This is an optimization exercise on Yosys and OpenROAD, whose aim is small area and a short achievable clock period, not a production implementation.
At most, simulation tests tie the RTL to the original design; equivalence was not proved.

Setup of v6:
## gamma_interp_11bit
module gamma_interp_11bit #(
  parameter int OUT_W = 10
) (
  input  logic             clk,
  input  logic             rst_n,
  input  logic             i_hs,
  input  logic             i_vs,
  input  logic [4:0]       idx,
  input  logic [10:0]      pixel_in,
  input  logic [10:0]      lowLevel,
  input  logic [10:0]      highLevel,
  input  logic             lut_we,
  input  logic [5:0]       lut_addr,
  input  logic [OUT_W-1:0] lut_wdata,
  input  logic             lut_commit,
  output logic             commit_pending,
  output logic             o_hs,
  output logic             o_vs,
  output logic [OUT_W-1:0] pix_out
);
==> flow/config.mk <==
export PLATFORM = sky130hd
export DESIGN_NAME = gamma_interp_11bit
export DESIGN_NICKNAME = gamma_interp_11bit
export VERILOG_FILES = /design/flow/design.v
export SDC_FILE = /design/flow/constraint.sdc
export NUM_CORES = 4
export LEC_CHECK = 0
export ABC_AREA = 1
export CAP_MARGIN = 20
export CORE_MARGIN = 2
export CORE_UTILIZATION = 40
export CTS_CLUSTER_DIAMETER = 80
export CTS_CLUSTER_SIZE = 25
export SLEW_MARGIN = 60
export SYNTH_HIERARCHICAL = 1
export TNS_END_PERCENT = 20
==> flow/constraint.sdc <==
create_clock -name core_clock -period 10.0 [get_ports {clk}]
set_input_delay 2.0000 -clock core_clock [delete_from_list [all_inputs] [get_ports {clk}]]
set_output_delay 2.0000 -clock core_clock [all_outputs]
set_load 0.01 [all_outputs]
standard.sh (not shown) runs the stock make flow with config.mk's settings and CLKGATE_MAP_FILE= SYNTH_SCRIPT=/design/flow/synth_recipe.tcl, a recipe that flattens the netlist after the stock synthesis.
==> flow/flow/run.sh <==
#!/bin/bash
set -euo pipefail
mapfile -t EXTRA < <(grep -v '^#' flow/extra.txt | grep .)
bash standard.sh "${EXTRA[@]}" finish > standard.log 2>&1
==> flow/flow/extra.txt <==
SETUP_SLACK_MARGIN=7.0
ADDER_MAP_FILE=
BUFFER_PORTS_ARGS=-buffer_cell sky130_fd_sc_hd__buf_4
[inputs] v7 vs v6
diff --git a/flow/design.v b/flow/design.v
--- a/flow/design.v
+++ b/flow/design.v
@@ -37,66 +37,68 @@
     if (!rst_n) begin
       r_pend    <= 1'b0;
       r_vs_prev <= 1'b0;
     end else begin
       r_pend    <= lut_commit | (r_pend & ~w_copy);
       r_vs_prev <= i_vs;
     end
   end
+  logic [N-1:0] r_sramp;
+  logic [N-1:0] w_we;
+  logic [N-1:0] w_cs, w_cr;    
+  logic         w_hold;
+  always_comb
+    for (int k = 0; k < N; k++) w_we[k] = lut_we & (lut_addr == 6'(k));
   always_ff @(posedge clk or negedge rst_n) begin
-    if (!rst_n) begin
-      for (int k = 0; k < N; k++) r_shadow[k] <= ramp(k);
-    end else if (lut_we && lut_addr <= 6'd32) begin
-      r_shadow[lut_addr] <= lut_wdata;
-    end
+    if (!rst_n) r_sramp <= '1;
+    else        r_sramp <= r_sramp & ~w_we;
   end
+  always_ff @(posedge clk)
+    for (int k = 0; k < N; k++)
+      r_shadow[k] <= ({10{w_we[k]}} & lut_wdata) | ({10{~w_we[k]}} & r_shadow[k]);
   always_ff @(posedge clk or negedge rst_n) begin
     if (!rst_n) r_act_ramp <= 1'b1;
     else if (w_copy) r_act_ramp <= 1'b0;
   end
-  always_ff @(posedge clk) begin
-    if (w_copy)
-      for (int k = 0; k < N; k++) r_active[k] <= r_shadow[k];
-  end
+  assign w_hold = ~w_copy;
+  assign w_cs   = {N{w_copy}} & ~r_sramp;
+  assign w_cr   = {N{w_copy}} & r_sramp;
+  always_ff @(posedge clk)
+    for (int k = 0; k < N; k++)
+      r_active[k] <= ({10{w_cs[k]}} & r_shadow[k]) | ({10{w_cr[k]}} & ramp(k)) |
+                     ({10{w_hold}} & r_active[k]);
   logic [329:0] w_act;
   logic [9:0]   w_ye, w_yo;
   logic [10:0]  w_d, w_w;
   always_comb
     for (int k = 0; k < N; k++) w_act[10*k +: 10] = r_active[k];
   gi_read u_read (.idx(idx), .ramp(r_act_ramp), .act(w_act), .ye(w_ye), .yo(w_yo));
   gi_sub11 u_subd (.a(pixel_in), .b(lowLevel), .y(w_d));
   gi_sub11 u_subw (.a(highLevel), .b(lowLevel), .y(w_w));
+  logic [3:0]  w_s;
+  gi_log2 u_log2 (.w(w_w), .s(w_s));
   logic [9:0]  r_ye_1, r_yo_1;
   logic        r_b_1;
   logic [10:0] r_d_1;
-  logic [10:0] r_w_1;
+  logic [3:0]  r_s_1;
   logic        r_wz_1;
   logic        r_blank_1;
   always_ff @(posedge clk) begin
     r_ye_1 <= w_ye;
     r_yo_1 <= w_yo;
     r_b_1  <= idx[0];
     r_d_1  <= w_d;
-    r_w_1  <= w_w;
+    r_s_1  <= w_s;
     r_wz_1 <= (highLevel == lowLevel);
   end
   always_ff @(posedge clk or negedge rst_n) begin
     if (!rst_n) r_blank_1 <= 1'b1;
     else        r_blank_1 <= ~(i_hs & i_vs);
   end
-  logic [10:0] w_top;
-  logic [3:0]  w_s;
-  always_comb begin
-    for (int k = 0; k < 11; k++) w_top[k] = r_w_1[k] & ~|(r_w_1 >> (k + 1));
-    for (int b = 0; b < 4; b++) begin
-      w_s[b] = 1'b0;
-      for (int k = 0; k < 11; k++) if ((k >> b) & 1) w_s[b] = w_s[b] | w_top[k];
-    end
-  end
   logic [9:0]         w_y0, w_y1;
   logic [10:0]        w_x;
   logic [12:0]        w_db;
   logic [5:0]         w_one, w_two, w_ng;
   logic [11:0]        w_pp0, w_pp1, w_pp2, w_pp3, w_pp4, w_pp5;
   logic [22:0]        w_sa, w_sb;
   assign w_y0  = r_b_1 ? r_yo_1 : r_ye_1;
   assign w_y1  = r_b_1 ? r_ye_1 : r_yo_1;
@@ -503,17 +505,17 @@
   logic [22:0] r_sa_2, r_sb_2;
   logic [9:0]  r_y0_2;
   logic [3:0]  r_s_2;
   logic        r_blank_2;
   always_ff @(posedge clk) begin
     r_sa_2 <= w_sa;
     r_sb_2 <= w_sb;
     r_y0_2 <= w_y0;
-    r_s_2  <= w_s;
+    r_s_2  <= r_s_1;
   end
   always_ff @(posedge clk or negedge rst_n) begin
     if (!rst_n) r_blank_2 <= 1'b1;
     else        r_blank_2 <= r_blank_1;
   end
   logic [22:0] w_ta, w_tb, w_t;
   logic [9:0]  w_pix;
   assign w_ta = r_sa_2;
@@ -1026,8 +1028,21 @@
   assign y[4] = (m_p4 ^ m_g3_2);
   assign y[5] = (m_p5 ^ m_g4_3);
   assign y[6] = (m_p6 ^ m_g5_3);
   assign y[7] = (m_p7 ^ m_g6_3);
   assign y[8] = (m_p8 ^ m_g7_3);
   assign y[9] = (m_p9 ^ m_g8_4);
   assign y[10] = (m_p10 ^ m_g9_4);
 endmodule
+module gi_log2 (
+  input  logic [10:0] w,
+  output logic [3:0]  s
+);
+  logic [10:0] top;
+  always_comb begin
+    for (int k = 0; k < 11; k++) top[k] = w[k] & ~|(w >> (k + 1));
+    for (int b = 0; b < 4; b++) begin
+      s[b] = 1'b0;
+      for (int k = 0; k < 11; k++) if ((k >> b) & 1) s[b] = s[b] | top[k];
+    end
+  end
+endmodule
Findings:
Met3 track demand over resource in global routing delta for v7 relative to v6: 0.46 points higher. Number of antenna diodes (higher): v6. v7 against v6: non-clock buffer count saw an increase, post-detailed-routing wire length now sits higher, die area dropped about 1.8%, sum of negative setup slack closely matched the old numbers. For the final critical-path required period, v7 came in 0.070 ns higher than v6 did.
No functional check of the RTL was part of v7.

==> re-timing with driven ports <==
The flow's constraints put no driver on any port. The routed layouts listed below were extracted and timed again, unchanged, in two steps.
Step 1 assumes that a clkbuf_16 drives the clock port and a buf_2 every other input.
Step 2 moves the port delays by t, midway between the first and last clock arrival at a register: inputs arrive t later, outputs are due t later. That takes back most of the time a late clock gives input paths.
Three values: ideal ports, drivers, drivers and shift; two values: the first two.
| run | t (ns) | slack for setup (ns) | slew at the worst register clock pin (ns) | worst slew at a driven data input, ns |
|---|---|---|---|---|
| v6 | 0.684 | 6.871 / 6.807 / 6.178 | 0.10 / 0.10 | 0.10 |
| v7 | 0.688 | 6.801 / 6.772 / 6.133 | 0.10 / 0.10 | 0.14 |
After both steps every run listed still meets setup and hold. For v6, which loses most, drivers alone change the setup slack by -0.064 ns; drivers and shift together by -0.693 ns.
